Background: an optimization exercise with open tools, aiming at small area and few clock cycles. Do not read the settings as production practice. The RTL was checked by simulation tests, not by an equivalence proof against the original design. Power figures rest on the tool's default switching activity, not on a simulated workload.

[design/flow/flow/run.sh]
#!/bin/bash
# The standard layout, with three changes:
#  - synthesis maps the logic with an area-oriented ABC script (flow/abc_map.script) in
#    place of ORFS's abc_speed.script; everything else in synthesis, and every register,
#    is as in the standard synthesis (the scripts folder is an unchanged copy otherwise);
#  - the port buffers are the smallest plain buffer (buffer_ports otherwise picks a delay cell);
#  - clock tree synthesis adds no dummy loads.
# The make output goes to standard.log; each ORFS step keeps its own log under orfs/logs/.
set -euo pipefail
rm -rf scripts_abc
cp -r "$FLOW_HOME/scripts" scripts_abc
cp flow/abc_map.script scripts_abc/abc_speed.script
bash standard.sh \
  SCRIPTS_DIR="$PWD/scripts_abc" \
  BUFFER_PORTS_ARGS="-buffer_cell sky130_fd_sc_hd__buf_1" \
  CTS_ARGS="-sink_clustering_enable -repair_clock_nets -sink_clustering_size 30 -sink_clustering_max_diameter 100 -dont_use_dummy_load" \
  finish > standard.log 2>&1
[design/flow/flow/abc_map.script]
&get -n
&st
&dch
&nf -a
&st
&syn2
&synch2
&nf -a
&st
&dch
&nf -a
&put
topo
stime -c
[design/flow/standard.sh]
#!/bin/bash
# synth_recipe.tcl (not shown) runs the flow's synth.tcl, then flattens the netlist and writes it again
# the make line also repeats each setting of config.mk as NAME=value (left out here)
make -C /OpenROAD-flow-scripts/flow DESIGN_CONFIG=/design/flow/config.mk WORK_HOME=/design/flow/orfs CLKGATE_MAP_FILE= SYNTH_SCRIPT=/design/flow/synth_recipe.tcl "${@:-finish}"
[design/flow/config.mk]
export PLATFORM = sky130hd
export DESIGN_NAME = bracket_quote_value_checker_core
export DESIGN_NICKNAME = bracket_quote_value_checker_core
export VERILOG_FILES = /design/flow/design.v
export SDC_FILE = /design/flow/constraint.sdc
export NUM_CORES = 4
export LEC_CHECK = 0
export CAP_MARGIN = 20
export CORE_MARGIN = 2
export CORE_UTILIZATION = 65
export CTS_CLUSTER_DIAMETER = 100
export CTS_CLUSTER_SIZE = 30
export GPL_ROUTABILITY_DRIVEN = 0
export PLACE_DENSITY = 0.85
export SLEW_MARGIN = 20
[design/flow/constraint.sdc]
create_clock -name core_clock -period 6.0 [get_ports {clock}]
set_input_delay 1.2000 -clock core_clock [delete_from_list [all_inputs] [get_ports {clock}]]
set_output_delay 1.2000 -clock core_clock [all_outputs]
set_load 0.01 [all_outputs]
[design/flow/design.v]
package bqvc_pkg;
   localparam logic [7:0] CH_TAB     = 8'h09;
   localparam logic [7:0] CH_LF      = 8'h0A;
   localparam logic [7:0] CH_VT      = 8'h0B;
   localparam logic [7:0] CH_FF      = 8'h0C;
   localparam logic [7:0] CH_CR      = 8'h0D;
   localparam logic [7:0] CH_SPACE   = 8'h20;
   localparam logic [7:0] CH_DQUOTE  = 8'h22;
   localparam logic [7:0] CH_SQUOTE  = 8'h27;
   localparam logic [7:0] CH_LPAREN  = 8'h28;
   localparam logic [7:0] CH_RPAREN  = 8'h29;
   localparam logic [7:0] CH_STAR    = 8'h2A;
   localparam logic [7:0] CH_SLASH   = 8'h2F;
   localparam logic [7:0] CH_SEMI    = 8'h3B;
   localparam logic [7:0] CH_LBRACK  = 8'h5B;
   localparam logic [7:0] CH_BSLASH  = 8'h5C;
   localparam logic [7:0] CH_RBRACK  = 8'h5D;
   localparam logic [7:0] CH_LBRACE  = 8'h7B;
   localparam logic [7:0] CH_RBRACE  = 8'h7D;
   localparam logic [6:0] LA_NONE  = 7'd1;
   localparam logic [6:0] LA_SLASH = 7'd2;
   localparam logic [6:0] LA_LINE  = 7'd4;
   localparam logic [6:0] LA_BLOCK = 7'd8;
   localparam logic [6:0] LA_STAR  = 7'd16;
   localparam logic [6:0] LA_QUOTE = 7'd32;
   localparam logic [6:0] LA_ESC   = 7'd64;
   localparam int LB_NONE  = 0;
   localparam int LB_SLASH = 1;
   localparam int LB_LINE  = 2;
   localparam int LB_BLOCK = 3;
   localparam int LB_STAR  = 4;
   localparam int LB_QUOTE = 5;
   localparam int LB_ESC   = 6;
   localparam logic [1:0] QM_NONE   = 2'd0;
   localparam logic [1:0] QM_DOUBLE = 2'd1;
   localparam logic [1:0] QM_SINGLE = 2'd2;
endpackage
module bracket_quote_value_checker_core (
   input  logic        clock,
   input  logic        reset,
   input  logic        req_valid,
   output logic        req_ready,
   input  logic [7:0]  req_text_byte,
   input  logic        req_end_of_text,
   output logic        rsp_valid,
   input  logic        rsp_ready,
   output logic        rsp_has_byte,
   output logic [7:0]  rsp_value_byte,
   output logic        rsp_terminated,
   output logic [3:0]  rsp_error_code,
   output logic [15:0] rsp_error_pos,
   output logic [15:0] rsp_error_len,
   output logic        rsp_last_result,
   input  logic        csr_valid,
   output logic        csr_ready,
   input  logic        csr_at_mode
);
   logic        bv_ff;
   logic [7:0]  bb_ff;
   logic        be_ff;
   logic        at_mode_ff;
   logic [15:0] off_ff, off_in;
   logic [15:0] qstart_ff;
   logic [4:0]  top_ff, top_in;
   logic [1:0]  quote_ff, quote_in;
   logic [6:0]  la_ff, la_in;
   logic        qopen;
   logic [17:0] stk_ff [16];
   logic [17:0] top_ent;
   logic [1:0]  top_kind;
   logic [15:0] top_pos;
   logic        push, pop;
   logic        sh_push, sh_pop, sh_hold;
   logic [17:0] stk_in [16];
   logic [7:0]  b;
   logic        is_blank, is_open, is_close, kind_match;
   logic [1:0]  b_kind;
   logic        depth_zero, depth_full;
   logic [15:0] off_inc;
   logic        res, last;
   logic        o_has, o_term;
   logic [7:0]  o_byte;
   logic [3:0]  o_code;
   logic        sel_off, sel_q, sel_t, sel_d;
   logic [15:0] sub_x, diff;
   logic        take, consume, step;
   assign b          = bb_ff;
   assign depth_zero = top_ff[4];
   assign depth_full = (top_ff == 5'd15);
   assign off_inc    = off_ff + 16'd1;
   assign is_blank   = (b == bqvc_pkg::CH_SPACE) || (b == bqvc_pkg::CH_TAB) || (b == bqvc_pkg::CH_LF) ||
                       (b == bqvc_pkg::CH_VT) || (b == bqvc_pkg::CH_FF) || (b == bqvc_pkg::CH_CR);
   assign is_open    = (b == bqvc_pkg::CH_LPAREN) || (b == bqvc_pkg::CH_LBRACK) || (b == bqvc_pkg::CH_LBRACE);
   assign is_close   = (b == bqvc_pkg::CH_RPAREN) || (b == bqvc_pkg::CH_RBRACK) || (b == bqvc_pkg::CH_RBRACE);
   assign b_kind     = (b == bqvc_pkg::CH_LPAREN || b == bqvc_pkg::CH_RPAREN) ? 2'd0 :
                       (b == bqvc_pkg::CH_LBRACK || b == bqvc_pkg::CH_RBRACK) ? 2'd1 : 2'd2;
   assign top_ent = stk_ff[0];
   assign top_kind   = top_ent[17:16];
   assign top_pos    = top_ent[15:0];
   assign kind_match = (top_kind == b_kind);
   always_comb begin
      off_in   = off_ff;
      top_in   = top_ff;
      quote_in = quote_ff;
      la_in    = la_ff;
      qopen    = 1'b0;
      push     = 1'b0;
      pop      = 1'b0;
      res      = 1'b0;
      last     = 1'b1;
      o_has    = 1'b0;
      o_byte   = 8'd0;
      o_term   = 1'b0;
      o_code   = 4'd0;
      sel_off  = 1'b0;
      sel_q    = 1'b0;
      sel_t    = 1'b0;
      sel_d    = 1'b0;
      if (be_ff) begin
         if (la_ff[bqvc_pkg::LB_SLASH]) begin
            res    = 1'b1;
            o_has  = 1'b1;
            o_byte = bqvc_pkg::CH_SLASH;
            last   = depth_zero;
            la_in  = bqvc_pkg::LA_NONE;
         end else if (la_ff[bqvc_pkg::LB_BLOCK] || la_ff[bqvc_pkg::LB_STAR]) begin
            res    = 1'b1;
            o_code = 4'd8;
            sel_d  = 1'b1;
            last   = depth_zero;
            la_in  = bqvc_pkg::LA_NONE;
         end else if (quote_ff != bqvc_pkg::QM_NONE && !la_ff[bqvc_pkg::LB_QUOTE]) begin
            res    = 1'b1;
            o_code = 4'd7;
            sel_q  = 1'b1;
         end else if (!depth_zero) begin
            res    = 1'b1;
            o_code = 4'd4 + {2'd0, top_kind};
            sel_t  = 1'b1;
         end
         if (last) begin
            off_in   = 16'd0;
            top_in   = 5'h1f;
            quote_in = bqvc_pkg::QM_NONE;
            la_in    = bqvc_pkg::LA_NONE;
         end
      end else if (la_ff[bqvc_pkg::LB_SLASH] && (b == bqvc_pkg::CH_SLASH || b == bqvc_pkg::CH_STAR)) begin
         la_in  = (b == bqvc_pkg::CH_SLASH) ? bqvc_pkg::LA_LINE : bqvc_pkg::LA_BLOCK;
         off_in = off_inc;
      end else if (la_ff[bqvc_pkg::LB_SLASH]) begin
         res    = 1'b1;
         o_has  = 1'b1;
         o_byte = bqvc_pkg::CH_SLASH;
         last   = 1'b0;
         la_in  = bqvc_pkg::LA_NONE;
      end else if ((la_ff[bqvc_pkg::LB_LINE] && b != bqvc_pkg::CH_LF && b != bqvc_pkg::CH_CR) ||
                   la_ff[bqvc_pkg::LB_BLOCK] || la_ff[bqvc_pkg::LB_STAR]) begin
         off_in = off_inc;
         if (!la_ff[bqvc_pkg::LB_LINE]) begin
            if (b == bqvc_pkg::CH_STAR)
               la_in = bqvc_pkg::LA_STAR;
            else if (la_ff[bqvc_pkg::LB_STAR] && b == bqvc_pkg::CH_SLASH)
               la_in = bqvc_pkg::LA_NONE;
            else
               la_in = bqvc_pkg::LA_BLOCK;
         end
      end else if (la_ff[bqvc_pkg::LB_ESC] || (la_ff[bqvc_pkg::LB_QUOTE] && b == bqvc_pkg::CH_DQUOTE)) begin
         res    = 1'b1;
         o_has  = 1'b1;
         o_byte = b;
         off_in = off_inc;
         la_in  = bqvc_pkg::LA_NONE;
      end else begin
         la_in = bqvc_pkg::LA_NONE;
         if (quote_ff == bqvc_pkg::QM_NONE || la_ff[bqvc_pkg::LB_QUOTE]) begin
            quote_in = bqvc_pkg::QM_NONE;
            if (depth_zero && (is_blank || (b == bqvc_pkg::CH_RBRACK && !at_mode_ff))) begin
               res    = 1'b1;
               o_term = 1'b1;
               off_in = 16'd0;
            end else if (b == bqvc_pkg::CH_SLASH) begin
               la_in  = bqvc_pkg::LA_SLASH;
               off_in = off_inc;
            end else begin
               res    = 1'b1;
               o_has  = 1'b1;
               o_byte = b;
               off_in = off_inc;
               if (b == bqvc_pkg::CH_DQUOTE || b == bqvc_pkg::CH_SQUOTE) begin
                  quote_in = (b == bqvc_pkg::CH_DQUOTE) ? bqvc_pkg::QM_DOUBLE : bqvc_pkg::QM_SINGLE;
                  qopen    = 1'b1;
               end else if (is_open) begin
                  if (depth_full) begin
                     o_code  = 4'd9;
                     sel_off = 1'b1;
                  end else begin
                     push   = 1'b1;
                     top_in = top_ff + 5'd1;
                  end
               end else if (is_close) begin
                  if (depth_zero) begin
                     o_code  = 4'd1 + {2'd0, b_kind};
                     sel_off = 1'b1;
                  end else if (kind_match) begin
                     pop    = 1'b1;
                     top_in = top_ff - 5'd1;
                  end else begin
                     o_code  = 4'd4 + {2'd0, top_kind};
                     sel_off = 1'b1;
                  end
               end else if (b == bqvc_pkg::CH_SEMI && !depth_zero) begin
                  o_code  = 4'd4 + {2'd0, top_kind};
                  sel_off = 1'b1;
                  top_in  = 5'h1f;
               end
            end
         end else begin
            res    = 1'b1;
            o_has  = 1'b1;
            o_byte = b;
            off_in = off_inc;
            if (quote_ff == bqvc_pkg::QM_SINGLE) begin
               if (b == bqvc_pkg::CH_BSLASH)
                  la_in = bqvc_pkg::LA_ESC;
               else if (b == bqvc_pkg::CH_SQUOTE)
                  quote_in = bqvc_pkg::QM_NONE;
            end else if (b == bqvc_pkg::CH_DQUOTE) begin
               la_in = bqvc_pkg::LA_QUOTE;
            end
         end
      end
   end
   assign sub_x = sel_q ? qstart_ff : sel_t ? top_pos : 16'd2;
   assign diff  = off_ff - sub_x;
   assign rsp_valid       = bv_ff && res;
   assign rsp_has_byte    = o_has;
   assign rsp_value_byte  = o_byte;
   assign rsp_terminated  = o_term;
   assign rsp_error_code  = o_code;
   assign rsp_error_pos   = ({16{sel_off}} & off_ff) | ({16{sel_q}} & qstart_ff) |
                            ({16{sel_t}} & top_pos) | ({16{sel_d}} & diff);
   assign rsp_error_len   = (sel_q || sel_t) ? diff : {15'd0, sel_off || sel_d};
   assign rsp_last_result = last;
   assign take      = res && rsp_ready;
   assign step      = bv_ff && (!res || rsp_ready);
   assign consume   = step && last;
   assign req_ready = !bv_ff || consume;
   assign csr_ready = req_ready;
   always_ff @(posedge clock) begin
      if (reset) begin
         bv_ff      <= 1'b0;
         at_mode_ff <= 1'b0;
         off_ff     <= 16'd0;
         top_ff     <= 5'h1f;
         quote_ff   <= bqvc_pkg::QM_NONE;
         la_ff      <= bqvc_pkg::LA_NONE;
      end else begin
         if (req_ready) begin
            bv_ff <= req_valid;
         end
         if (csr_valid && csr_ready) begin
            at_mode_ff <= csr_at_mode;
         end
         if (step) begin
            off_ff   <= off_in;
            top_ff   <= top_in;
            quote_ff <= quote_in;
            la_ff    <= la_in;
         end
      end
   end
   always_ff @(posedge clock) begin
      if (req_ready) begin
         bb_ff <= req_text_byte;
         be_ff <= req_end_of_text;
      end
      if (step && qopen) begin
         qstart_ff <= off_ff;
      end
   end
   assign sh_push = step && push;
   assign sh_pop  = step && pop;
   assign sh_hold = !sh_push && !sh_pop;
   always_comb begin
      for (int i = 0; i < 16; i++) begin
         stk_in[i] = ({18{sh_hold}} & stk_ff[i]) |
                     ({18{sh_push}} & ((i == 0) ? {b_kind, off_ff} : stk_ff[(i + 15) % 16])) |
                     ({18{sh_pop}} & ((i == 15) ? 18'd0 : stk_ff[(i + 1) % 16]));
      end
   end
   always_ff @(posedge clock) begin
      for (int i = 0; i < 16; i++) begin
         stk_ff[i] <= stk_in[i];
      end
   end
endmodule
==> flow_summary.ini, run 1 <==
[hold_path]
hp-class = flop to flop
hp-start = stk_ff[13][0]

[drt]
viasPerCell = 6.08
vias = 11900
drc_errors = 0
post_drt_wl_per_cell_um = 15.7
drtIter0Drc = 1144
dr.pass1.iters = 7
wl_um = 30800
ant_nets = 0

[outcome]
status = timing/DRC/antenna clean

[floorplanning]
die_w_um = 150
rows = 53
die-area_um2 = 22400
start_util_pct = 66.0
die_h_um = 150
core_um2 = 20900
ioPinCount = 65

[yosys]
syn-instance-count = 1576
synth_mux_area_share_pct = 0.0817
yosys.area_share.xor_xnor_pct = 1.59
yosys_warnings = 3
synth_edf_count = 25
synth_compound_area_share_pct = 22.5
ys_async_sr_fraction_pct = 0
syn_nets = 1612
synth_fa_ha_area_share_pct = 1.96
synth_top_family_by_area = compound AO/OA/AOI/OAI gates
yosys.area_share.simple_pct = 21.6
synth_seq_cells = 344
avgSynthCellArea_um2 = 8.75
synth_area_leaders = dfxtp_1 (46%), nand2_1 (16%), a22oi_1 (15%)
synthDistinctLibCells = 49
ys.flop_type = dfxtp_1
synth.cell_area_um2 = 13800
yosysSeqAreaShare_pct = 51.8
yosysTopAreaCell = dfxtp_1
yosysTopAreaCellShare_pct = 46.3

[global_routing]
antenna_found_initial = 0
overflow = 0
grt_max_degree = 271
grt_first_pass_wirelength_um = 49600
grt_pass1_vias = 10600
grt_usage_pct = 26.0

[cells_and_area]
instances_no_fill = 1964
multi_input_area_um2 = 6720
syn_to_final_growth_pct = 10.5
layout-drive-gt1-share_pct = 4.38
seq_area_um2 = 7140
final_area_um2 = 15200
antenna_cells = 0
n_fill_cell = 1580
nets = 1727

[sta]
setup_violations = 0
tightestPinTransition_ns = 1.02
fmax_ghz = 0.171
fin_crit_sh_pct = 97.3
drv_slew = 0
final-hold-violation-count = 0
clock_skew_ns = 0.0242
fin_crit_ns = 5.84
max_slew_margin_pct = 32.1

[place]
dp.cells = 1942
port_buffers = 64
dp_hpwl_um = 19500
place_area_um2 = 14700

[clock_tree]
root_buffer = clkbuf_16
tritoncts = yes
htree_levels = 1
clockBufferDepth = 3
clock_latency_ns = 0.49
clkTransAtPathRegs_ns = 0.11
cts_made_buffers = 15
clkSinkCount = 344

[worst_setup_path]
cp-end-kind = output pin
worst-endpoint-arrival_ns = 4.64
crit_path_start_kind = flop
required_ns = 4.80
r2r_cells = 12
rrSetupSlack_ns = 1.76
startpoint = la_ff[4]
critPathMaxFanout = 3
r2r-end = stk_ff[11][5]
cp-endpoint = rsp_error_pos[15]
critPathKind = flop to output pin
reg2reg_from = bb_ff[4]

[power_and_ir_drop]
power.total_uw = 3680
power_density_nw_per_um2 = 242
p_leak_uw = 0.00655
peakVddDrop_v = 0.000196

[flow_run]
cap_violations = 0
==> Yosys cell counts, types with 2 or more instances <==
cell type / count
nand2_1: 587
dfxtp_1: 319
a22oi_1: 283
nor2_1: 63
a21oi_1: 31
nor3_1: 28
edfxtp_1: 25
o21ai_0: 25
a22o_1: 20
ha_1: 20
xnor2_1: 18
clkinv_1: 16
a21o_1: 15
o211ai_1: 14
and3_1: 10
nand3_1: 10
nand2b_1: 7
xor2_1: 7
a31oi_1: 6
nor2b_1: 6
nor4_1: 6
or3_1: 6
a211o_1: 5
nand4_1: 5
o21a_1: 5
a211oi_1: 4
o22ai_1: 4
or2_0: 3
a21boi_0: 2
a32oi_1: 2
and2_0: 2
nand4b_1: 2
nor3b_1: 2
o21bai_1: 2
o31ai_1: 2
==> cells in the final DEF, fill, tap and decap left out, drive strengths merged, types with 2 or more instances in the layout <==
cell / instances
nand4: 5
a22oi: 283
a211oi: 4
nand2: 587
nand3: 10
and2: 2
o31ai: 2
or3: 6
nor2: 63
clkbuf: 15
a21oi: 31
and3: 10
o21ai: 25
edfxtp: 25
nand4b: 2
nand2b: 7
a31oi: 6
o21a: 5
o211ai: 14
nor3: 28
nor3b: 2
a21boi: 2
a211o: 5
xnor2: 18
xor2: 7
ha: 20
a21o: 15
o21bai: 2
o22ai: 4
nor2b: 6
a22o: 20
clkinv: 16
a32oi: 2
dfxtp: 319
or2: 3
nor4: 6
buf: 99
==> worst max-delay path, cell delays in order, from the launching register on <==
cell and delay, ns:
dfxtp_4 0.37, nor3_4 0.20, nand2_1 0.09, or3_1 0.36
o22a_1 0.19, clkinv_1 0.05, ha_1 0.21, nor2b_1 0.13
o21ai_1 0.12, nand2b_1 0.10, a21o_1 0.19, a21o_1 0.19
a21o_1 0.18, a21o_1 0.21, a21oi_2 0.14, o21bai_2 0.10
a21o_1 0.19, a21o_1 0.17, a221o_1 0.31, a21oi_2 0.22
xnor2_2 0.09, o21ai_1 0.16, buf_2 0.15
==> where the power goes <==
group | internal [µW] | leakage, µW | switching, µW
clock | 454 | 0.000185 | 657
sequential | 2320 | 0.00284 | 18.8
combinational | 88.0 | 0.00353 | 144
total | 2860 | 0.00655 | 820
==> registers in the layout, indices dropped and copies added, names as in the netlist <==
signal      flops
top_ff          5
off_ff         16
at_mode_ff      1
qstart_ff      16
bb_ff           8
stk_ff        288
la_ff           6
be_ff           1
quote_ff        2
bv_ff           1
==> routing by layer <==
| metal | part of all wire, % | global-route usage [%] |
|---|---|---|
| met5 | 0 | 0 |
| met4 | 2.5 | 7.95 |
| met3 | 4.6 | 3.02 |
| met2 | 49 | 43.4 |
| met1 | 44 | 35.7 |
==> what timing repair did <==
item | in CTS | in global routing
hold buffers | 0 | 0
gates resized for setup | 9 | 20
buffers inserted | 1 | 4
pin swaps | 1 | 13
endpoints found under the setup margin | 7 | 4
==> cell type report <==
class                      count  share of cell area (%)
multi-input combinational   1215                    44.1
clock buffer                  15                    2.47
sequential                   344                    46.9
inverter                      16                   0.394
tap                          275                    2.26
timing repair buffer          99                    3.86
==> worst min-delay path by stage <==
stage / to / slack (ns) / depth (start not counted)
2_1_floorplan: stk_ff[14][0] / 0.43 / 2
3_3_place_gp: stk_ff[14][6] / 0.44 / 2
3_5_place_dp: stk_ff[8][11] / 0.45 / 2
4_1_cts: stk_ff[13][0] / 0.46 / 2
5_1_grt: stk_ff[1][11] / 0.48 / 2
6_report: stk_ff[13][0] / 0.46 / 2
==> cells by family (layout without fill, tap and decap cells) <==
group           after synthesis  count (layout)
fa+ha+maj                    21              21
mux                           1               1
xor+xnor                     25              25
simple gates                740             740
buf+inv                      17             130
compound gates              428             428
flops                       344             344
==> stage by stage <==
stage	setup TNS (ns)	utilization, %	hold WS [ns]	setup WS, ns
after floorplan	-5757.11	-	0.431	-20.47
after global placement	0	70.3	0.438	0.213
after detailed placement	0	70.3	0.447	0.123
after CTS	0	72.3	0.458	0.0129
after global routing	-0.0161	72.9	0.475	-0.0117
final	0	72.9	0.455	0.163
Testbench counts, summed over its fixed seeds: cycles 43,956.
==> run 2: changes to the inputs <==
--- a/design/flow/config.mk
+++ b/design/flow/config.mk
@@ -11,5 +11,4 @@
 export CTS_CLUSTER_DIAMETER = 100
 export CTS_CLUSTER_SIZE = 30
-export GPL_ROUTABILITY_DRIVEN = 0
 export PLACE_DENSITY = 0.85
 export SLEW_MARGIN = 20
==> flow_summary.ini, run 2 <==
[clock_tree]
cts_made_buffers = 15
root_buffer = clkbuf_16
htree_levels = 1
clkSinkCount = 344
clockBufferDepth = 3
clock_latency_ns = 0.51
tritoncts = yes
clkTransAtPathRegs_ns = 0.11

[cells_and_area]
top_regs = stk_ff (288), off_ff (16), qstart_ff (16)
nets = 1724
syn_to_final_growth_pct = 10.2
final_cell_mix = nand2_1 (587), dfxtp_1 (317), a22oi_1 (283)
utilization_pct = 72.7
layout-drive-gt1-share_pct = 3.91
largest_reg_flops = 288
largest_register = stk_ff
antenna_cells = 0
final_common_cell = nand2_1

[drt]
viasPerCell = 6.01
wl_um = 30000
post_drt_wl_per_cell_um = 15.3
ant_nets = 0
dr.pass1.iters = 6
drc_errors = 0
vias = 11800
drtIter0Drc = 888

[yosys]
yosys_warnings = 3
yosysTopAreaCell = dfxtp_1
synthDistinctLibCells = 49
synth_mux_area_share_pct = 0.0817
yosysTopAreaCellShare_pct = 46.3
synth_top_family_by_area = compound AO/OA/AOI/OAI gates
avgSynthCellArea_um2 = 8.75
synth_common_cells = nand2_1 (587), dfxtp_1 (319), a22oi_1 (283)
syn_nets = 1612
synth_seq_cells = 344
yosys.area_share.xor_xnor_pct = 1.59
syn-instance-count = 1576
synth_compound_area_share_pct = 22.5
ys_async_sr_fraction_pct = 0
synth.cell_area_um2 = 13800
synth_edf_count = 25
ys.flop_type = dfxtp_1
synth_area_leaders = dfxtp_1 (46%), nand2_1 (16%), a22oi_1 (15%)
synth.most_common_cell = nand2_1
synth_fa_ha_area_share_pct = 1.96
yosysSeqAreaShare_pct = 51.8
yosys.area_share.simple_pct = 21.6

[global_routing]
antenna_found_initial = 0
grt_max_degree = 271
overflow = 0
grt_pass1_vias = 10500
grt_first_pass_wirelength_um = 49400
grt_usage_pct = 26.0

[worst_setup_path]
worst-endpoint-arrival_ns = 4.56
critPathMaxFanout = 4
critPathKind = flop to output pin
required_ns = 4.80
crit_path_start_kind = flop
cp-end-kind = output pin

[floorplanning]
die-area_um2 = 22400
die_w_um = 150
ioPinCount = 65
die_h_um = 150
core_um2 = 20900
start_util_pct = 66.0
rows = 53

[sta]
fin_crit_sh_pct = 95.9
clock_skew_ns = 0.0235
tightestPinTransition_ns = 1.08
fin_crit_ns = 5.76
drv_slew = 0
setup_violations = 0
fin_ws_ns = 0.243
setup_tns_ns = 0
fmax_ghz = 0.174
max_slew_margin_pct = 28.1
final-hold-violation-count = 0

[power_and_ir_drop]
power_density_nw_per_um2 = 243
p_leak_uw = 0.00654
peakVddDrop_v = 0.000252

[place]
dp_hpwl_um = 19400
port_buffers = 64
pre_cts_slack_ns = 0.289
gp_congestion = 0.930

[outcome]
status = timing/DRC/antenna clean

[hold_path]
hp-class = flop to flop

[flow_run]
cap_violations = 0
==> run 2: cell counts after synthesis <==
Identical to the previous run, type by type.
==> run 2: critical path, stage by stage, from the launching register on <==
cell,delay (ns)
dfxtp_4,0.38
nor3_4,0.22
nand2_1,0.09
or3_1,0.37
o22a_1,0.18
clkinv_1,0.05
ha_1,0.21
nor2b_1,0.13
o21ai_1,0.12
nand2b_1,0.10
a21o_1,0.17
a21o_1,0.17
a21o_1,0.16
a21o_1,0.17
a21oi_2,0.14
o21bai_2,0.10
a21o_1,0.18
a21o_1,0.16
a221o_1,0.34
a21oi_2,0.24
xnor2_2,0.15
o21ai_1,0.09
buf_2,0.15
==> run 2: final cells by class <==
type | instances | area, µm²
sequential | 344 | 7140
multi-input combinational | 1215 | 6700
fill | 1612 | 5700
timing repair buffer | 96 | 573
clock buffer | 15 | 375
tap | 275 | 344
inverter | 16 | 60.1
==> run 2: cells by family (layout without fill, tap and decap cells) <==
family	Yosys count	count (layout)
adders and majority gates	21	21
AOI/OAI and AO/OA	428	428
DFF	344	344
xor gates and xnor gates	25	25
buffers and inverters	17	127
and+or+nand+nor	740	740
muxes	1	1
==> run 2: power by group <==
part           switching [µW]  internal (µW)
Combinational             143           87.2
Clock                     667            455
Sequential               18.5           2320
==> run 2: worst paths after layout <==
| kind | from | to | slack [ns] | cells after the start |
|---|---|---|---|---|
| setup / recovery | la_ff[3] | rsp_error_pos[15] | 0.24 | 22 |
| hold / removal | stk_ff[14][2] | stk_ff[14][2] | 0.46 | 2 |
| hold reg to reg | stk_ff[14][2] | stk_ff[14][2] | 0.46 | 2 |
| setup reg to reg | bb_ff[7] | stk_ff[11][13] | 1.50 | 12 |
==> run 2: timing repair <==
item	in CTS	in global routing
buffers inserted	0	4
pin swaps	2	21
resized for setup	5	19
hold buffers	0	0
endpoints found under the setup margin	4	7
==> run 2: routing by layer <==
metal	vias up	global-route usage, %	part of all wire, %
met3	48	2.56	4.6
met2	285	42.8	48
li1	5919	-	-
met4	0	8.29	2.4
met5	-	0	0
met1	5528	36.4	45
==> run 2: per-stage QoR <==
step	power (µW)	cell area, µm²	hold slack [ns]	instances
after floorplan	2530	13800	0.431	1576
after global placement	2600	14700	0.438	1940
after detailed placement	2610	14700	0.446	1940
after CTS	3700	15100	0.462	1955
after global routing	3820	15200	0.476	1961
final	3690	15200	0.460	1961
==> run 3: changes to the inputs <==
--- a/design/flow/config.mk
+++ b/design/flow/config.mk
@@ -8,7 +8,7 @@
 export CAP_MARGIN = 20
 export CORE_MARGIN = 2
-export CORE_UTILIZATION = 65
+export CORE_UTILIZATION = 70
 export CTS_CLUSTER_DIAMETER = 100
 export CTS_CLUSTER_SIZE = 30
-export PLACE_DENSITY = 0.85
+export PLACE_DENSITY = 0.9
 export SLEW_MARGIN = 20
==> flow_summary.ini, run 3 <==
[outcome]
status = timing/DRC/antenna clean

[clock_tree]
clockBufferDepth = 3
tritoncts = yes
htree_levels = 1
clkSinkCount = 344
root_buffer = clkbuf_16
clkTransAtPathRegs_ns = 0.09
postCtsHoldBufs = 0
cts_made_buffers = 15
clock_latency_ns = 0.50

[drt]
post_drt_wl_per_cell_um = 15.7
viasPerCell = 6.14
drc_errors = 0
drtIter0Drc = 1068
wl_um = 30700
vias = 12000
ant_nets = 0
dr.pass1.iters = 5

[worst_setup_path]
worst-endpoint-arrival_ns = 4.62
cp-end-kind = output pin
crit_path_start_kind = flop
required_ns = 4.80
critPathKind = flop to output pin
critPathMaxFanout = 4

[sta]
max_slew_margin_pct = 35.0
setup_tns_ns = 0
clock_skew_ns = 0.0277
final-hold-violation-count = 0
fmax_ghz = 0.172
tightestPinTransition_ns = 0.966
fin_crit_ns = 5.82
rsz0062_at_grt = yes
setup_violations = 0
drv_slew = 0
fin_crit_sh_pct = 96.9
whs_ns = 0.460

[global_routing]
grt_max_degree = 271
grt_pass1_vias = 10500
antenna_found_initial = 0
grt_usage_pct = 28.0
grt_first_pass_wirelength_um = 49100
overflow = 0

[power_and_ir_drop]
power.total_uw = 3700
p_leak_uw = 0.00655
power_density_nw_per_um2 = 243
peakVddDrop_v = 0.000261

[floorplanning]
core_um2 = 19400
start_util_pct = 71.1
ioPinCount = 65
die_h_um = 144
die_w_um = 144
die-area_um2 = 20800
rows = 51

[flow_run]
cap_violations = 0

[yosys]
yosysTopAreaCellShare_pct = 46.3
synth_seq_cells = 344
synth.most_common_cell = nand2_1
syn-instance-count = 1576
synthDistinctLibCells = 49
avgSynthCellArea_um2 = 8.75
synth_edf_count = 25
yosys_warnings = 3
synth_common_cells = nand2_1 (587), dfxtp_1 (319), a22oi_1 (283)
yosysSeqAreaShare_pct = 51.8
yosysTopAreaCell = dfxtp_1
ys_async_sr_fraction_pct = 0
syn_nets = 1612
synth.cell_area_um2 = 13800
ys.flop_type = dfxtp_1
synth_area_leaders = dfxtp_1 (46%), nand2_1 (16%), a22oi_1 (15%)

[cells_and_area]
layout-drive-gt1-share_pct = 4.67
largest_reg_flops = 288
n_fill_cell = 1388
antenna_cells = 0
final_common_cell = nand2_1
final_cell_mix = nand2_1 (587), dfxtp_1 (318), a22oi_1 (283)
top_regs = stk_ff (288), off_ff (16), qstart_ff (16)
syn_to_final_growth_pct = 10.4
final_area_um2 = 15200
nets = 1728
largest_register = stk_ff

[place]
gp_congestion = 0.944
port_buffers = 64
dp_hpwl_um = 19400
place_area_um2 = 14600

[hold_path]
hp-class = flop to flop
## run 3: cell type report
| cell class | count | area, µm² | share of cell area [%] |
|---|---|---|---|
| Timing Repair Buffer | 100 | 572 | 3.76 |
| Multi-Input combinational cell | 1215 | 6740 | 44.3 |
| Tap cell | 265 | 332 | 2.18 |
| Sequential cell | 344 | 7140 | 46.9 |
| Clock buffer | 15 | 375 | 2.47 |
| Inverter | 16 | 60.1 | 0.395 |
## run 3: logic make-up (layout without fill, tap and decap cells)
| family | Yosys count | after routing | share of synthesized area (%) |
|---|---|---|---|
| AO/OA/AOI/OAI | 428 | 428 | 22.5 |
| XOR/XNOR | 25 | 25 | 1.59 |
| adder cells (fa/ha/maj) | 21 | 21 | 1.96 |
| buffers and inverters | 17 | 131 | 0.490 |
| flip-flops | 344 | 344 | 51.8 |
| multiplexers | 1 | 1 | 0.0817 |
| AND/OR/NAND/NOR | 740 | 740 | 21.6 |
## run 3: where the power goes
group	switching (µW)	total (µW)	internal, µW	leakage (µW)
logic	149	243	94.1	0.00353
clock network	667	1120	454	0.000185
registers	18.9	2340	2320	0.00284
total	835	3700	2870	0.00655
## run 3: path summary, 6_finish.rpt
check                                    from           endpoint  slack [ns]  depth (start not counted)
worst min register to register  stk_ff[14][5]      stk_ff[14][5]        0.46                          2
worst min-delay path            stk_ff[14][5]      stk_ff[14][5]        0.46                          2
worst max-delay path                 la_ff[4]  rsp_error_len[15]        0.18                         22
worst max register to register       bb_ff[4]      stk_ff[14][6]        1.66                         12
## run 3: per-layer routing
metal | vias up | GRT usage [%] | part of all wire, %
li1 | 5921 | - | -
met2 | 295 | 45.3 | 48
met5 | - | 0 | 0
met3 | 53 | 3.11 | 4.4
met4 | 0 | 9.35 | 2.3
met1 | 5740 | 39.6 | 45
## run 3: stage by stage
step	worst slack (ns)	instances	util, %
floorplan	-20.47	1576	-
global placement	0.363	1930	75.5
detailed placement	0.271	1930	75.5
CTS	0.0201	1945	77.6
global route	-0.00427	1955	78.5
finish	0.183	1955	78.5
## run 3: repair_timing
| item | in CTS | in global routing |
|---|---|---|
| gates resized for setup | 11 | 23 |
| gates cloned | 0 | 0 |
| buffers inserted | 0 | 9 |
| endpoints found under the setup margin | 4 | 8 |
| pin swaps | 3 | 21 |
## run 3: worst max-delay path, cell delays in order, from the launching register on
cell and delay [ns]:
dfxtp_4 0.37, nor3_4 0.20, nand2_1 0.08, or3_1 0.38, o22a_1 0.22, inv_2 0.07
ha_4 0.19, nor2b_4 0.12, o21ai_2 0.12, nand2b_1 0.09, a21o_1 0.16, a21o_1 0.16
a21o_1 0.16, a21o_1 0.18, a21oi_2 0.20, o21bai_2 0.11, a21o_1 0.16, a21o_1 0.18
a221o_1 0.34, a21oi_2 0.21, xnor2_2 0.16, nor2_1 0.07, buf_2 0.18
==> run 4: changes to the inputs <==
--- a/design/flow/config.mk
+++ b/design/flow/config.mk
@@ -8,7 +8,7 @@
 export CAP_MARGIN = 20
 export CORE_MARGIN = 2
-export CORE_UTILIZATION = 70
+export CORE_UTILIZATION = 60
 export CTS_CLUSTER_DIAMETER = 100
 export CTS_CLUSTER_SIZE = 30
-export PLACE_DENSITY = 0.9
+export PLACE_DENSITY = 0.8
 export SLEW_MARGIN = 20
==> flow_summary.ini, run 4 <==
[cells_and_area]
nets = 1719
largest_reg_flops = 288
utilization_pct = 66.9
final_area_um2 = 15100
largest_register = stk_ff
layout-drive-gt1-share_pct = 3.69
antenna_cells = 0
top_regs = stk_ff (288), off_ff (16), qstart_ff (16)
final_cell_mix = nand2_1 (586), dfxtp_1 (317), a22oi_1 (283)
instances_no_fill = 1966
final_common_cell = nand2_1
syn_to_final_growth_pct = 9.59
n_fill_cell = 1881

[worst_setup_path]
required_ns = 4.80
crit_path_start_kind = flop
crit_chain = nor3_2 -> buf_4 -> nand2_4 -> or3_1 -> o22a_1 -> clkinv_1 -> ha_1 -> nor2b_1 -> o21ai_1 -> nand2b_1 -> a21o_1 -> a21o_1 -> a21o_1 -> a21o_1 -> a21oi_2 -> o21bai_2 -> a21o_1 -> a21o_1 -> a221o_1 -> a21oi_2 -> xnor2_1 -> o21ai_1 -> buf_2
cp-end-kind = output pin
critPathMaxStageDelay_ns = 0.36
path_buf_inv = 3
crit_slowest_cell = or3_1
worst-endpoint-arrival_ns = 4.58
crit_top_cell = a21o_1
cp_top_family = compound AO/OA/AOI/OAI gates
critPathKind = flop to output pin
critPathMaxFanout = 4

[yosys]
ys.flop_type = dfxtp_1
yosysSeqAreaShare_pct = 51.8
synth.most_common_cell = nand2_1
synth_seq_cells = 344
synth_area_leaders = dfxtp_1 (46%), nand2_1 (16%), a22oi_1 (15%)
avgSynthCellArea_um2 = 8.75
yosysTopAreaCell = dfxtp_1
yosys_warnings = 3
synth_edf_count = 25
syn-instance-count = 1576
yosysTopAreaCellShare_pct = 46.3
ys_async_sr_fraction_pct = 0
synthDistinctLibCells = 49
synth_common_cells = nand2_1 (587), dfxtp_1 (319), a22oi_1 (283)
synth.cell_area_um2 = 13800
syn_nets = 1612

[sta]
fmax_ghz = 0.173
drv_slew = 0
max_slew_margin_pct = 33.2
final-hold-violation-count = 0
setup_violations = 0
fin_crit_ns = 5.78
fin_crit_sh_pct = 96.3
tightestPinTransition_ns = 1.00
clock_skew_ns = 0.0216

[floorplanning]
rows = 55
core_um2 = 22600
die_w_um = 156
die_h_um = 156
ioPinCount = 65
die-area_um2 = 24200
start_util_pct = 61.1

[flow_run]
cap_violations = 0

[clock_tree]
clkTransAtPathRegs_ns = 0.10
clock_latency_ns = 0.50
clockBufferDepth = 3
htree_levels = 1
root_buffer = clkbuf_16
tritoncts = yes
clkSinkCount = 344
cts_made_buffers = 15

[outcome]
status = timing/DRC/antenna clean

[drt]
drtIter0Drc = 962
viasPerCell = 6.03
post_drt_wl_per_cell_um = 15.5
drc_errors = 0
wl_um = 30500
vias = 11800
ant_nets = 0
dr.pass1.iters = 5

[global_routing]
antenna_found_initial = 0
grt_usage_pct = 24.1
overflow = 0
grt_first_pass_wirelength_um = 49800
grt_pass1_vias = 10300
grt_max_degree = 246

[place]
place_area_um2 = 14600
dp.cells = 1946
port_buffers = 64
gp_congestion = 0.910
dp_hpwl_um = 19700

[power_and_ir_drop]
p_leak_uw = 0.00648
power_density_nw_per_um2 = 243
power.total_uw = 3680
peakVddDrop_v = 0.000240

[hold_path]
hp-class = flop to flop
==> run 4: kinds of logic after synthesis <==
logic type,count (synthesis),share of synthesized area (%)
muxes,1,0.0817
xor gates and xnor gates,25,1.59
buffers and inverters,17,0.490
DFF,344,51.8
adders and majority gates,21,1.96
AOI/OAI and AO/OA,428,22.5
and+or+nand+nor,740,21.6
==> run 4: final timing paths <==
| path | start | slack [ns] | cells after the start | end |
|---|---|---|---|---|
| hold reg to reg | stk_ff[13][7] | 0.46 | 2 | stk_ff[13][7] |
| setup / recovery | la_ff[3] | 0.22 | 23 | rsp_error_pos[15] |
| hold / removal | stk_ff[13][7] | 0.46 | 2 | stk_ff[13][7] |
| setup reg to reg | bb_ff[7] | 1.75 | 11 | stk_ff[13][12] |
==> run 4: metrics by stage <==
step | setup slack (ns) | TNS (ns) | hold slack [ns]
4_1_cts | 0.0148 | 0 | 0.461
3_3_place_gp | 0.511 | 0 | 0.439
3_5_place_dp | 0.392 | 0 | 0.448
6_report | 0.223 | 0 | 0.457
2_1_floorplan | -20.47 | -5757.11 | 0.431
5_1_grt | -0.0187 | -0.0357 | 0.475
==> run 4: worst register-to-register path: cells and delay by family, from the launching register on <==
| kind | cells | cell delay [ns] |
|---|---|---|
| buffers and inverters | 2 | 1.31 |
| AND/OR/NAND/NOR | 5 | 1.34 |
| AO/OA/AOI/OAI | 4 | 1.11 |
| flip-flops | 1 | 0.44 |
==> run 4: per-layer routing <==
layer  vias up  track usage, %  wire, µm
met5         -               0         0
li1       5910               -         -
met3        53            2.39      1200
met2       255            40.4     14500
met4         0            6.77       767
met1      5631            33.5     14100
==> run 4: cell type report <==
| cell class | instances | area, µm² | area share (%) |
|---|---|---|---|
| sequential | 344 | 7140 | 47.3 |
| clock buffer | 15 | 375 | 2.48 |
| multi-input combinational | 1215 | 6690 | 44.3 |
| timing repair buffer | 91 | 483 | 3.20 |
| inverter | 16 | 60.1 | 0.398 |
| tap | 285 | 357 | 2.36 |
==> run 4: what timing repair did <==
item / 4_1_cts / 5_1_grt
resized for setup: 7 / 14
buffers inserted: 0 / 5
gates cloned: 0 / 0
endpoints found under the setup margin: 4 / 7
hold buffers: 0 / 0
pin swaps: 1 / 5
hold endpoints to repair: 0 / 0
==> run 4: report_power, final <==
| group | total (µW) | internal [µW] | switching, µW | leakage [µW] |
|---|---|---|---|---|
| Combinational | 225 | 83.1 | 142 | 0.00345 |
| Clock | 1110 | 454 | 658 | 0.000185 |
| Sequential | 2340 | 2320 | 20.1 | 0.00284 |
==> run 5: changes to the inputs <==
--- a/design/flow/design.v
+++ b/design/flow/design.v
@@ -85,4 +85,5 @@
    logic [15:0] sub_x, diff;
    logic        take, consume, step;
+   logic        to_slash, la_emit;
    assign b          = bb_ff;
    assign depth_zero = top_ff[4];
@@ -106,4 +107,5 @@
       qopen    = 1'b0;
       push     = 1'b0;
+      to_slash = 1'b0;
       pop      = 1'b0;
       res      = 1'b0;
@@ -180,6 +182,7 @@
                off_in = 16'd0;
             end else if (b == bqvc_pkg::CH_SLASH) begin
-               la_in  = bqvc_pkg::LA_SLASH;
-               off_in = off_inc;
+               la_in    = bqvc_pkg::LA_SLASH;
+               off_in   = off_inc;
+               to_slash = 1'b1;
             end else begin
                res    = 1'b1;
@@ -233,7 +236,9 @@
    assign sub_x = sel_q ? qstart_ff : sel_t ? top_pos : 16'd2;
    assign diff  = off_ff - sub_x;
-   assign rsp_valid       = bv_ff && res;
-   assign rsp_has_byte    = o_has;
-   assign rsp_value_byte  = o_byte;
+   assign la_emit = bv_ff && to_slash && req_valid && !req_end_of_text &&
+                    (req_text_byte != bqvc_pkg::CH_SLASH) && (req_text_byte != bqvc_pkg::CH_STAR);
+   assign rsp_valid       = (bv_ff && res) || la_emit;
+   assign rsp_has_byte    = o_has || la_emit;
+   assign rsp_value_byte  = o_byte | (la_emit ? bqvc_pkg::CH_SLASH : 8'd0);
    assign rsp_terminated  = o_term;
    assign rsp_error_code  = o_code;
@@ -241,5 +246,5 @@
                             ({16{sel_t}} & top_pos) | ({16{sel_d}} & diff);
    assign rsp_error_len   = (sel_q || sel_t) ? diff : {15'd0, sel_off || sel_d};
-   assign rsp_last_result = last;
+   assign rsp_last_result = last && !la_emit;
    assign take      = res && rsp_ready;
    assign step      = bv_ff && (!res || rsp_ready);
@@ -266,5 +271,5 @@
             top_ff   <= top_in;
             quote_ff <= quote_in;
-            la_ff    <= la_in;
+            la_ff    <= (la_emit && rsp_ready) ? bqvc_pkg::LA_NONE : la_in;
          end
       end
==> flow_summary.ini, run 5 <==
[yosys]
ys.flop_type = dfxtp_1
synth_common_cells = nand2_1 (590), dfxtp_1 (319), a22oi_1 (283)
syn-instance-count = 1589
yosysTopAreaCellShare_pct = 46.1
avgSynthCellArea_um2 = 8.72
syn_nets = 1625
ys_async_sr_fraction_pct = 0
synth.most_common_cell = nand2_1
synth.cell_area_um2 = 13900
yosys_warnings = 3
yosysTopAreaCell = dfxtp_1
synthDistinctLibCells = 52
yosysSeqAreaShare_pct = 51.5
synth_area_leaders = dfxtp_1 (46%), nand2_1 (16%), a22oi_1 (15%)
synth_edf_count = 25
synth_seq_cells = 344

[worst_setup_path]
worst-endpoint-arrival_ns = 4.68
required_ns = 4.80
critPathKind = flop to output pin
crit_path_start_kind = flop
cp-end-kind = output pin
critPathMaxFanout = 6

[drt]
drc_errors = 0
post_drt_wl_per_cell_um = 15.5
wl_met3_um = 1150
wl_um = 30600
viasPerCell = 6.02
route.met2.wl_um = 14000
drt-met1-wl_um = 14700
vias = 11900
dr.pass1.iters = 6
top_layer_used = met4
ant_nets = 0
drtIter0Drc = 1085

[clock_tree]
clkSinkCount = 344
clkTransAtPathRegs_ns = 0.11
clock_latency_ns = 0.50
clockBufferDepth = 3
tritoncts = yes
htree_levels = 1
root_buffer = clkbuf_16
cts_made_buffers = 15

[floorplanning]
ioPinCount = 65
die_h_um = 156
start_util_pct = 61.2
rows = 55
die_w_um = 156
core_um2 = 22600
die-area_um2 = 24300

[sta]
setup_tns_ns = 0
drv_slew = 0
fin_crit_sh_pct = 98.0
max_slew_margin_pct = 18.3
rsz0062_at_grt = yes
clock_skew_ns = 0.0320
setup_violations = 0
fmax_ghz = 0.170
final-hold-violation-count = 0
tightestPinTransition_ns = 1.23
fin_crit_ns = 5.88

[global_routing]
antenna_found_initial = 0
grt_max_degree = 274
grt_pass1_vias = 10500
grt_first_pass_wirelength_um = 50400
overflow = 0
grt_usage_pct = 24.1

[place]
dp.cells = 1950
dp_hpwl_um = 18800
port_buffers = 64
gp_congestion = 0.915

[cells_and_area]
antenna_cells = 0
largest_reg_flops = 288
syn_to_final_growth_pct = 9.63
top_regs = stk_ff (288), off_ff (16), qstart_ff (16)
nets = 1728
final_common_cell = nand2_1
largest_register = stk_ff
instances_no_fill = 1975
final_cell_mix = nand2_1 (590), dfxtp_1 (316), a22oi_1 (283)
layout-drive-gt1-share_pct = 3.73

[power_and_ir_drop]
pwr-share-seq_pct = 64.2
p_leak_uw = 0.00657
power_switching_uw = 808
peakVddDrop_v = 0.000189
p_int_uw = 2850
power_density_nw_per_um2 = 241
p_comb_share_pct = 5.0
p_sw_share_pct = 22.1
clkPwrFrac_pct = 30.8

[hold_path]
hp-class = flop to flop

[flow_run]
cap_violations = 0

[outcome]
status = timing/DRC/antenna clean
==> run 5: power groups by stage <==
stage                     logic (µW)  registers (µW)  clock network (µW)
after CTS                        172            2350                1150
after floorplan                  114            2390                   0
final                            182            2350                1130
after detailed placement         168            2400                   0
after global placement           166            2400                   0
after global routing             198            2350                1230
==> run 5: final cells by class <==
class,instances,area [µm²]
flip-flops and latches,344,7140
clock buffers,15,375
fillers,1844,7450
multi-input cells,1223,6760
repair buffers,87,477
inverters,21,78.8
well taps,285,357
==> run 5: metal layers <==
layer | vias to the layer above | GRT usage (%)
li1 | 5925 | -
met3 | 53 | 2.39
met5 | - | 0
met4 | 0 | 7.69
met1 | 5663 | 34.7
met2 | 243 | 38.4
==> run 5: worst paths after layout <==
path | start | to | slack [ns] | cells past startpoint
max | la_ff[3] | rsp_error_pos[14] | 0.12 | 23
min reg2reg | stk_ff[7][16] | stk_ff[7][16] | 0.46 | 2
min | stk_ff[7][16] | stk_ff[7][16] | 0.46 | 2
max reg2reg | bb_ff[3] | stk_ff[11][16] | 1.62 | 14
==> run 5: metrics by stage <==
stage	setup slack (ns)	util, %	area, µm²	power (µW)	hold slack (ns)
2_1_floorplan	-9.11	-	13900	2510	0.431
3_3_place_gp	0.465	64.7	14700	2560	0.439
3_5_place_dp	0.399	64.7	14700	2560	0.446
4_1_cts	0.0172	66.5	15100	3670	0.461
5_1_grt	-0.122	67.1	15200	3770	0.476
6_report	0.122	67.1	15200	3650	0.461
==> run 5: critical path, cell delays in order, from the launching register on <==
cell and delay [ns]:
dfxtp_1 0.34, nor2_2 0.12, nand3b_1 0.24, buf_4 0.23, nor3_4 0.22, a22o_1 0.20
ha_2 0.21, fa_2 0.21, nor2b_1 0.05, o21ai_1 0.19, a21boi_1 0.10, o21ai_1 0.19
a21boi_1 0.10, o21ai_1 0.22, a21oi_2 0.09, o21ai_1 0.12, nand2b_1 0.10, a21o_1 0.19
a21o_1 0.19, a21o_1 0.18, a21o_1 0.20, xnor2_2 0.14, o211ai_1 0.17, buf_2 0.16
==> run 5: kinds of logic after synthesis <==
kind of cell             after synthesis  synth area share (%)
AND/OR/NAND/NOR                      743                  21.5
AO/OA/AOI/OAI                        432                  22.6
flip-flops                           344                  51.5
adder cells (fa/ha/maj)               21                  1.95
multiplexers                           1                0.0723
XOR/XNOR                              26                  1.64
buffers and inverters                 22                 0.623
==> run 5: repair_timing <==
action	CTS	global route
setup endpoints to repair	3	5
setup buffers	1	8
pin swaps	2	12
hold endpoints to repair	0	0
gates resized for setup	9	20
hold buffers	0	0
Testbench counts of run 5, summed over its fixed seeds: cycles 42,797.
==> run 6: changes to the inputs <==
--- a/design/flow/config.mk
+++ b/design/flow/config.mk
@@ -8,7 +8,7 @@
 export CAP_MARGIN = 20
 export CORE_MARGIN = 2
-export CORE_UTILIZATION = 60
+export CORE_UTILIZATION = 65
 export CTS_CLUSTER_DIAMETER = 100
 export CTS_CLUSTER_SIZE = 30
-export PLACE_DENSITY = 0.8
+export PLACE_DENSITY = 0.85
 export SLEW_MARGIN = 20
==> flow_summary.ini, run 6 <==
[cells_and_area]
final_area_um2 = 15200
layout-drive-gt1-share_pct = 3.67
largest_register = stk_ff
nets = 1726
largest_reg_flops = 288
final_cell_mix = nand2_1 (590), dfxtp_1 (316), a22oi_1 (283)
instances_no_fill = 1963
top_regs = stk_ff (288), off_ff (16), qstart_ff (16)
syn_to_final_growth_pct = 9.56
n_fill_cell = 1637
final_common_cell = nand2_1
antenna_cells = 0

[worst_setup_path]
crit_path_start_kind = flop
crit_top_cell = a21o_1
r2r-end = stk_ff[2][1]
critPathMaxStageDelay_ns = 0.38
critPathMaxFanout = 6
crit_chain = nor2_4 -> nand3b_1 -> buf_6 -> or2_0 -> o22a_1 -> clkinv_1 -> ha_1 -> nor2b_1 -> o21ai_0 -> nand2b_1 -> a21o_1 -> a21o_1 -> a31oi_4 -> o21ai_2 -> a21o_1 -> a21o_1 -> a21o_1 -> a21o_1 -> a21o_1 -> a21o_1 -> xor2_1 -> o21ai_1 -> buf_2
r2r_cells = 13
critPathKind = flop to output pin
crit_slowest_cell = dfxtp_4
required_ns = 4.80
rrSetupSlack_ns = 1.45
worst-endpoint-arrival_ns = 4.67
reg2reg_from = bb_ff[1]
cp-end-kind = output pin

[floorplanning]
core_um2 = 21000
die_h_um = 150
start_util_pct = 66.1
rows = 53
die_w_um = 150
die-area_um2 = 22500
ioPinCount = 65

[hold_path]
hp-start = stk_ff[14][11]
min_to = stk_ff[14][11]
hp-class = flop to flop
min_path_cells = 2

[sta]
fmax_ghz = 0.170
fin_crit_ns = 5.87
clock_skew_ns = 0.0454
fin_ws_ns = 0.129
whs_ns = 0.457
tightestPinTransition_ns = 1.20
fin_crit_sh_pct = 97.8
drv_slew = 0
max_slew_margin_pct = 20.3
setup_violations = 0
final-hold-violation-count = 0
rsz0062_at_grt = yes

[yosys]
synth_edf_count = 25
synth.most_common_cell = nand2_1
yosysTopAreaCellShare_pct = 46.1
yosysSeqAreaShare_pct = 51.5
yosys.area_share.xor_xnor_pct = 1.64
synth.cell_area_um2 = 13900
synth_common_cells = nand2_1 (590), dfxtp_1 (319), a22oi_1 (283)
synth_fa_ha_area_share_pct = 1.95
synth_mux_area_share_pct = 0.0723
yosysTopAreaCell = dfxtp_1
synth_compound_area_share_pct = 22.6
ys_async_sr_fraction_pct = 0
syn-instance-count = 1589
ys.flop_type = dfxtp_1
avgSynthCellArea_um2 = 8.72
syn_nets = 1625
yosys.area_share.simple_pct = 21.5
yosys_warnings = 3
synth_seq_cells = 344
synth_top_family_by_area = compound AO/OA/AOI/OAI gates
synthDistinctLibCells = 52
synth_area_leaders = dfxtp_1 (46%), nand2_1 (16%), a22oi_1 (15%)

[power_and_ir_drop]
peakVddDrop_v = 0.000247
power.total_uw = 3640
power_density_nw_per_um2 = 240
p_leak_uw = 0.00658

[global_routing]
grt_usage_pct = 26.3
grt_max_degree = 265
grt_pass1_vias = 10600
antenna_found_initial = 0
overflow = 0
grt_first_pass_wirelength_um = 50200

[place]
place_area_um2 = 14700
gp_congestion = 0.908
pre_cts_slack_ns = 0.284
dp_hpwl_um = 19300
port_buffers = 64
dp.cells = 1940

[drt]
vias = 11900
drtIter0Drc = 1001
wl_um = 30800
dr.pass1.iters = 7
drc_errors = 0
viasPerCell = 6.05
ant_nets = 0
post_drt_wl_per_cell_um = 15.7

[clock_tree]
tritoncts = yes
clock_latency_ns = 0.51
root_buffer = clkbuf_16
htree_levels = 1
clkTransAtPathRegs_ns = 0.12
clkSinkCount = 344
postCtsHoldBufs = 0
clockBufferDepth = 3
cts_made_buffers = 15

[outcome]
status = timing/DRC/antenna clean

[flow_run]
cap_violations = 0
## run 6: cell counts after synthesis
Identical to the previous run, type by type.
## run 6: worst max path at each step
stage / start / to / slack (ns) / cells after the start
6_report: la_ff[4] / rsp_error_pos[15] / 0.13 / 23
5_1_grt: la_ff[4] / rsp_error_pos[14] / -0.09 / 23
4_1_cts: la_ff[3] / rsp_error_pos[14] / 0.02 / 23
3_5_place_dp: la_ff[3] / rsp_error_pos[14] / 0.28 / 22
3_3_place_gp: la_ff[4] / rsp_error_pos[14] / 0.36 / 22
2_1_floorplan: bb_ff[0] / stk_ff[15][0] / -9.11 / 10
## run 6: cell families (layout without fill, tap and decap cells)
logic type               after synthesis  after routing
AND/OR/NAND/NOR                      743            743
AO/OA/AOI/OAI                        432            432
flip-flops                           344            344
XOR/XNOR                              26             26
buffers and inverters                 22            121
adder cells (fa/ha/maj)               21             21
multiplexers                           1              1
## run 6: stage by stage
stage | TNS [ns] | utilization [%]
CTS | 0 | 71.9
global route | -0.205 | 72.4
detailed placement | 0 | 69.9
finish | 0 | 72.4
floorplan | -2509.21 | -
global placement | 0 | 69.9
## run 6: layer usage
| layer | up-vias | track usage (%) | wire, µm |
|---|---|---|---|
| met5 | - | 0 | 0 |
| met4 | 0 | 7.97 | 731 |
| met3 | 48 | 2.96 | 1370 |
| met2 | 297 | 42.7 | 14600 |
| met1 | 5617 | 36.9 | 14100 |
| li1 | 5919 | - | - |
## run 6: report_power, final
part	leakage (µW)	total (µW)	internal, µW	switching (µW)
Clock	0.000185	1120	454	662
Combinational	0.00356	181	69.7	111
Sequential	0.00284	2350	2320	25.5
## run 6: layout make-up
class,count,area (µm²),share of cell area [%]
Sequential cell,344,7140,47.1
Multi-Input combinational cell,1223,6760,44.5
Timing Repair Buffer,85,475,3.13
Clock buffer,15,375,2.47
Tap cell,275,344,2.27
Inverter,21,78.8,0.519
## run 6: timing repair
action                                  4_1_cts  5_1_grt
endpoints found under the setup margin        4        5
buffers inserted                              2        5
pin swaps                                     2       21
gates resized for setup                       9       23
## run 6: worst max-delay path, delay by kind of cell (launching register included)
family	cells	cell delay (ns)
xor+xnor	1	0.15
compound gates	13	2.39
flops	1	0.38
simple gates	5	0.68
fa+ha+maj	1	0.21
buf+inv	3	0.35
==> run 7: changes to the inputs <==
--- a/design/flow/design.v
+++ b/design/flow/design.v
@@ -36,4 +36,28 @@
    localparam logic [1:0] QM_SINGLE = 2'd2;
 endpackage
+module bqvc_ram (
+   input  logic        clock,
+   input  logic        push,
+   input  logic        pop,
+   input  logic        hold,
+   input  logic [17:0] push_entry,
+   output logic [17:0] top_entry
+);
+   logic [17:0] stk_ff [16];
+   logic [17:0] stk_in [16];
+   always_comb begin
+      for (int i = 0; i < 16; i++) begin
+         stk_in[i] = ({18{hold}} & stk_ff[i]) |
+                     ({18{push}} & ((i == 0) ? push_entry : stk_ff[(i + 15) % 16])) |
+                     ({18{pop}} & ((i == 15) ? 18'd0 : stk_ff[(i + 1) % 16]));
+      end
+   end
+   always_ff @(posedge clock) begin
+      for (int i = 0; i < 16; i++) begin
+         stk_ff[i] <= stk_in[i];
+      end
+   end
+   assign top_entry = stk_ff[0];
+endmodule
 module bracket_quote_value_checker_core (
    input  logic        clock,
@@ -66,5 +90,4 @@
    logic [6:0]  la_ff, la_in;
    logic        qopen;
-   logic [17:0] stk_ff [16];
    logic [17:0] top_ent;
    logic [1:0]  top_kind;
@@ -72,5 +95,4 @@
    logic        push, pop;
    logic        sh_push, sh_pop, sh_hold;
-   logic [17:0] stk_in [16];
    logic [7:0]  b;
    logic        is_blank, is_open, is_close, kind_match;
@@ -96,5 +118,4 @@
    assign b_kind     = (b == bqvc_pkg::CH_LPAREN || b == bqvc_pkg::CH_RPAREN) ? 2'd0 :
                        (b == bqvc_pkg::CH_LBRACK || b == bqvc_pkg::CH_RBRACK) ? 2'd1 : 2'd2;
-   assign top_ent = stk_ff[0];
    assign top_kind   = top_ent[17:16];
    assign top_pos    = top_ent[15:0];
@@ -287,15 +308,11 @@
    assign sh_pop  = step && pop;
    assign sh_hold = !sh_push && !sh_pop;
-   always_comb begin
-      for (int i = 0; i < 16; i++) begin
-         stk_in[i] = ({18{sh_hold}} & stk_ff[i]) |
-                     ({18{sh_push}} & ((i == 0) ? {b_kind, off_ff} : stk_ff[(i + 15) % 16])) |
-                     ({18{sh_pop}} & ((i == 15) ? 18'd0 : stk_ff[(i + 1) % 16]));
-      end
-   end
-   always_ff @(posedge clock) begin
-      for (int i = 0; i < 16; i++) begin
-         stk_ff[i] <= stk_in[i];
-      end
-   end
+   bqvc_ram u_stack (
+      .clock      (clock),
+      .push       (sh_push),
+      .pop        (sh_pop),
+      .hold       (sh_hold),
+      .push_entry ({b_kind, off_ff}),
+      .top_entry  (top_ent)
+   );
 endmodule
--- a/design/flow/config.mk
+++ b/design/flow/config.mk
@@ -13,2 +13,3 @@
 export PLACE_DENSITY = 0.85
 export SLEW_MARGIN = 20
+export SYNTH_HIERARCHICAL = 1
==> flow_summary.ini, run 7 <==
[outcome]
status = timing/DRC/antenna clean

[sta]
clock_skew_ns = 0.0810
setup_violations = 0
final-hold-violation-count = 0
tightestPinTransition_ns = 1.23
drv_slew = 0
fin_crit_ns = 5.74
max_slew_margin_pct = 17.8
fin_crit_sh_pct = 95.6
setup_tns_ns = 0
fmax_ghz = 0.174

[power_and_ir_drop]
p_sw_share_pct = 22.0
power_density_nw_per_um2 = 247
p_leak_uw = 0.00530
peakVddDrop_v = 0.000208
pwr-share-seq_pct = 64.1
p_comb_share_pct = 5.6
p_int_uw = 2840
clkPwrFrac_pct = 30.4
power_switching_uw = 805

[cells_and_area]
layout-drive-gt1-share_pct = 3.88
top_regs = u_stack.stk_ff (288), off_ff (16), qstart_ff (16)
final_common_cell = dfxtp_1
antenna_cells = 0
largest_reg_flops = 288
syn_to_final_growth_pct = 9.49
final_cell_mix = dfxtp_1 (319), clkinv_1 (290), a222oi_1 (270)
n_fill_cell = 1436
largest_register = u_stack.stk_ff
nets = 1455
utilization_pct = 72.9

[hold_path]
hp-start = u_stack.stk_ff[9][0]
hp-class = flop to flop
min_path_cells = 2
min_to = u_stack.stk_ff[8][0]

[global_routing]
antenna_found_initial = 0
overflow = 0
grt_usage_pct = 26.3
grt_first_pass_wirelength_um = 49300
grt_max_degree = 271
grt_pass1_vias = 10100

[yosys]
synth_edf_count = 25
yosysTopAreaCellShare_pct = 47.3
yosysTopAreaCell = dfxtp_1
synth_area_leaders = dfxtp_1 (47%), a222oi_1 (20%), clkinv_1 (8.1%)
ys.flop_type = dfxtp_1
syn-instance-count = 1319
syn_nets = 1355
yosys_warnings = 10
synth_common_cells = dfxtp_1 (319), clkinv_1 (290), a222oi_1 (270)
synth.cell_area_um2 = 13500
synthDistinctLibCells = 52
synth.most_common_cell = dfxtp_1
ys_async_sr_fraction_pct = 0
avgSynthCellArea_um2 = 10.2
yosysSeqAreaShare_pct = 52.8
synth_seq_cells = 344

[worst_setup_path]
reg2reg_from = bb_ff[6]
r2r_cells = 14
critPathMaxFanout = 5
r2r-end = u_stack.stk_ff[10][2]
required_ns = 4.80
crit_path_start_kind = flop
rrSetupSlack_ns = 1.39
worst-endpoint-arrival_ns = 4.54
critPathKind = flop to output pin
cp-end-kind = output pin

[drt]
drt-met1-wl_um = 13100
vias = 11200
top_layer_used = met4
viasPerCell = 6.67
dr.pass1.iters = 12
drc_errors = 0
drtIter0Drc = 2131
wl_um = 30100
ant_nets = 0
wl_met3_um = 2300
post_drt_wl_per_cell_um = 17.8
route.met2.wl_um = 14000

[floorplanning]
die_h_um = 148
start_util_pct = 66.5
rows = 52
die-area_um2 = 21900
ioPinCount = 65
core_um2 = 20300
die_w_um = 148

[clock_tree]
clkSinkCount = 344
clock_latency_ns = 0.52
cts_made_buffers = 15
root_buffer = clkbuf_16
clockBufferDepth = 3
htree_levels = 1
clkTransAtPathRegs_ns = 0.12
tritoncts = yes

[flow_run]
cap_violations = 0

[place]
gp_congestion = 0.922
port_buffers = 64
dp_hpwl_um = 18800
==> run 7: through the flow <==
stage                     total power [µW]  setup slack (ns)  cells  hold slack [ns]  area, µm²
final                                 3650             0.264   1687            0.455      14800
after global routing                  3770           -0.0112   1687            0.475      14800
after CTS                             3660            0.0228   1683            0.453      14700
after detailed placement              2580             0.474   1668            0.457      14300
after global placement                2580             0.630   1668            0.443      14300
after floorplan                       2510            -20.54   1319            0.435      13600
==> run 7: modules after synthesis, one instance, submodules excluded <==
module	area, µm²	copies in the design	cells	flip-flops and latches
bracket_quote_value_checker_core	3870	1	473	56
bqvc_ram	9640	1	846	288
==> run 7: worst max-delay path: stages, from the launching register on <==
cell and delay, ns:
edfxtp_1 0.37, nor2b_4 0.22, nand2_4 0.10, nor2_4 0.12, nand2_1 0.06, o22a_1 0.21
clkinv_1 0.06, ha_1 0.22, nor2b_1 0.13, o21ai_0 0.16, nand2b_1 0.11, a21o_1 0.20
a21o_1 0.20, a21o_1 0.18, a21o_1 0.20, a31o_1 0.26, a21o_1 0.22, a21oi_2 0.19
o21ai_0 0.11, a21oi_1 0.16, xor2_1 0.10, a221o_1 0.32, buf_1 0.13
==> run 7: how the worst max path moves through the flow <==
stage	start	end	cells after the start
after floorplan	bb_ff[4]	u_stack.stk_ff[10][17]	10
after global placement	be_ff	rsp_error_pos[15]	20
after detailed placement	be_ff	rsp_error_pos[15]	20
after CTS	be_ff	rsp_error_pos[15]	22
after global routing	be_ff	rsp_error_pos[15]	22
final	be_ff	rsp_error_pos[15]	22
==> run 7: routing by layer <==
| metal | vias up | track usage, % |
|---|---|---|
| met1 | 5380 | 37.3 |
| li1 | 5375 | - |
| met2 | 438 | 41.8 |
| met4 | 0 | 7.62 |
| met3 | 51 | 4.33 |
| met5 | - | 0 |
==> run 7: cells by family after synthesis <==
kind of cell / Yosys count / share of synthesized area [%]
and+or+nand+nor: 205 / 7.24
buffers and inverters: 291 / 8.11
xor gates and xnor gates: 28 / 1.82
adders and majority gates: 21 / 2.00
DFF: 344 / 52.8
AOI/OAI and AO/OA: 430 / 28.0
==> run 7: power by group through the flow <==
stage / registers [µW] / logic, µW / clock network (µW)
6_report: 2340 / 204 / 1110
5_1_grt: 2340 / 224 / 1210
4_1_cts: 2340 / 194 / 1130
3_5_place_dp: 2390 / 192 / 0
3_3_place_gp: 2390 / 189 / 0
2_1_floorplan: 2390 / 124 / 0
==> run 7: cell type report <==
| type | instances | area, µm² | share of cell area [%] |
|---|---|---|---|
| tap | 270 | 338 | 2.28 |
| inverter | 290 | 1090 | 7.36 |
| timing repair buffer | 84 | 454 | 3.07 |
| multi-input combinational | 684 | 5400 | 36.5 |
| clock buffer | 15 | 375 | 2.54 |
| sequential | 344 | 7140 | 48.3 |
==> run 7: repair_timing <==
item,CTS,global route
endpoints found under the setup margin,4,7
resized for setup,2,16
cloned,0,0
pin swaps,0,3
hold buffers,0,0
setup buffers,0,4
Testbench counts of run 7, summed over its fixed seeds: cycles 42,797.

[afterwards: timing with drivers on the ports]
The results above use ideal ports. As a check the final layouts listed here were re-extracted and re-timed, cells and wires unchanged.
Step 1 (the two cells are an assumption about what drives the block):
set clk [get_ports {clock}]
set_driving_cell -lib_cell sky130_fd_sc_hd__clkbuf_16 $clk
set_driving_cell -lib_cell sky130_fd_sc_hd__buf_2 [delete_from_list [all_inputs] $clk]
Step 2 also shifts input and output timing later by t, the mid clock arrival at the registers, as if the neighbouring blocks saw the same clock.
Slacks: ideal ports / drivers / drivers and shift; pairs: ideal ports / drivers.
| run | t (ns) | setup slack, ns | worst hold slack (ns) | clock arrival spread, ns | worst slew at a driven data input, ns |
|---|---|---|---|---|---|
| run 1 | 0.526 | 0.163 / 0.117 / 0.643 | 0.455 / 0.455 / 0.455 | 0.028 / 0.029 | 0.05 |
| run 2 | 0.540 | 0.243 / 0.197 / 0.737 | 0.460 / 0.460 / 0.460 | 0.024 / 0.024 | 0.05 |
| run 3 | 0.537 | 0.183 / 0.138 / 0.675 | 0.460 / 0.460 / 0.460 | 0.034 / 0.034 | 0.05 |
| run 4 | 0.532 | 0.223 / 0.176 / 0.708 | 0.457 / 0.457 / 0.457 | 0.022 / 0.021 | 0.05 |
| run 5 | 0.534 | 0.122 / 0.074 / 0.608 | 0.461 / 0.461 / 0.461 | 0.032 / 0.032 | 0.04 |
| run 6 | 0.531 | 0.129 / 0.082 / 0.613 | 0.457 / 0.457 / 0.457 | 0.046 / 0.046 | 0.04 |
| run 7 | 0.527 | 0.264 / 0.216 / 0.743 | 0.455 / 0.455 / 0.455 | 0.084 / 0.084 | 0.04 |
After both steps setup and hold are still met in every run listed.
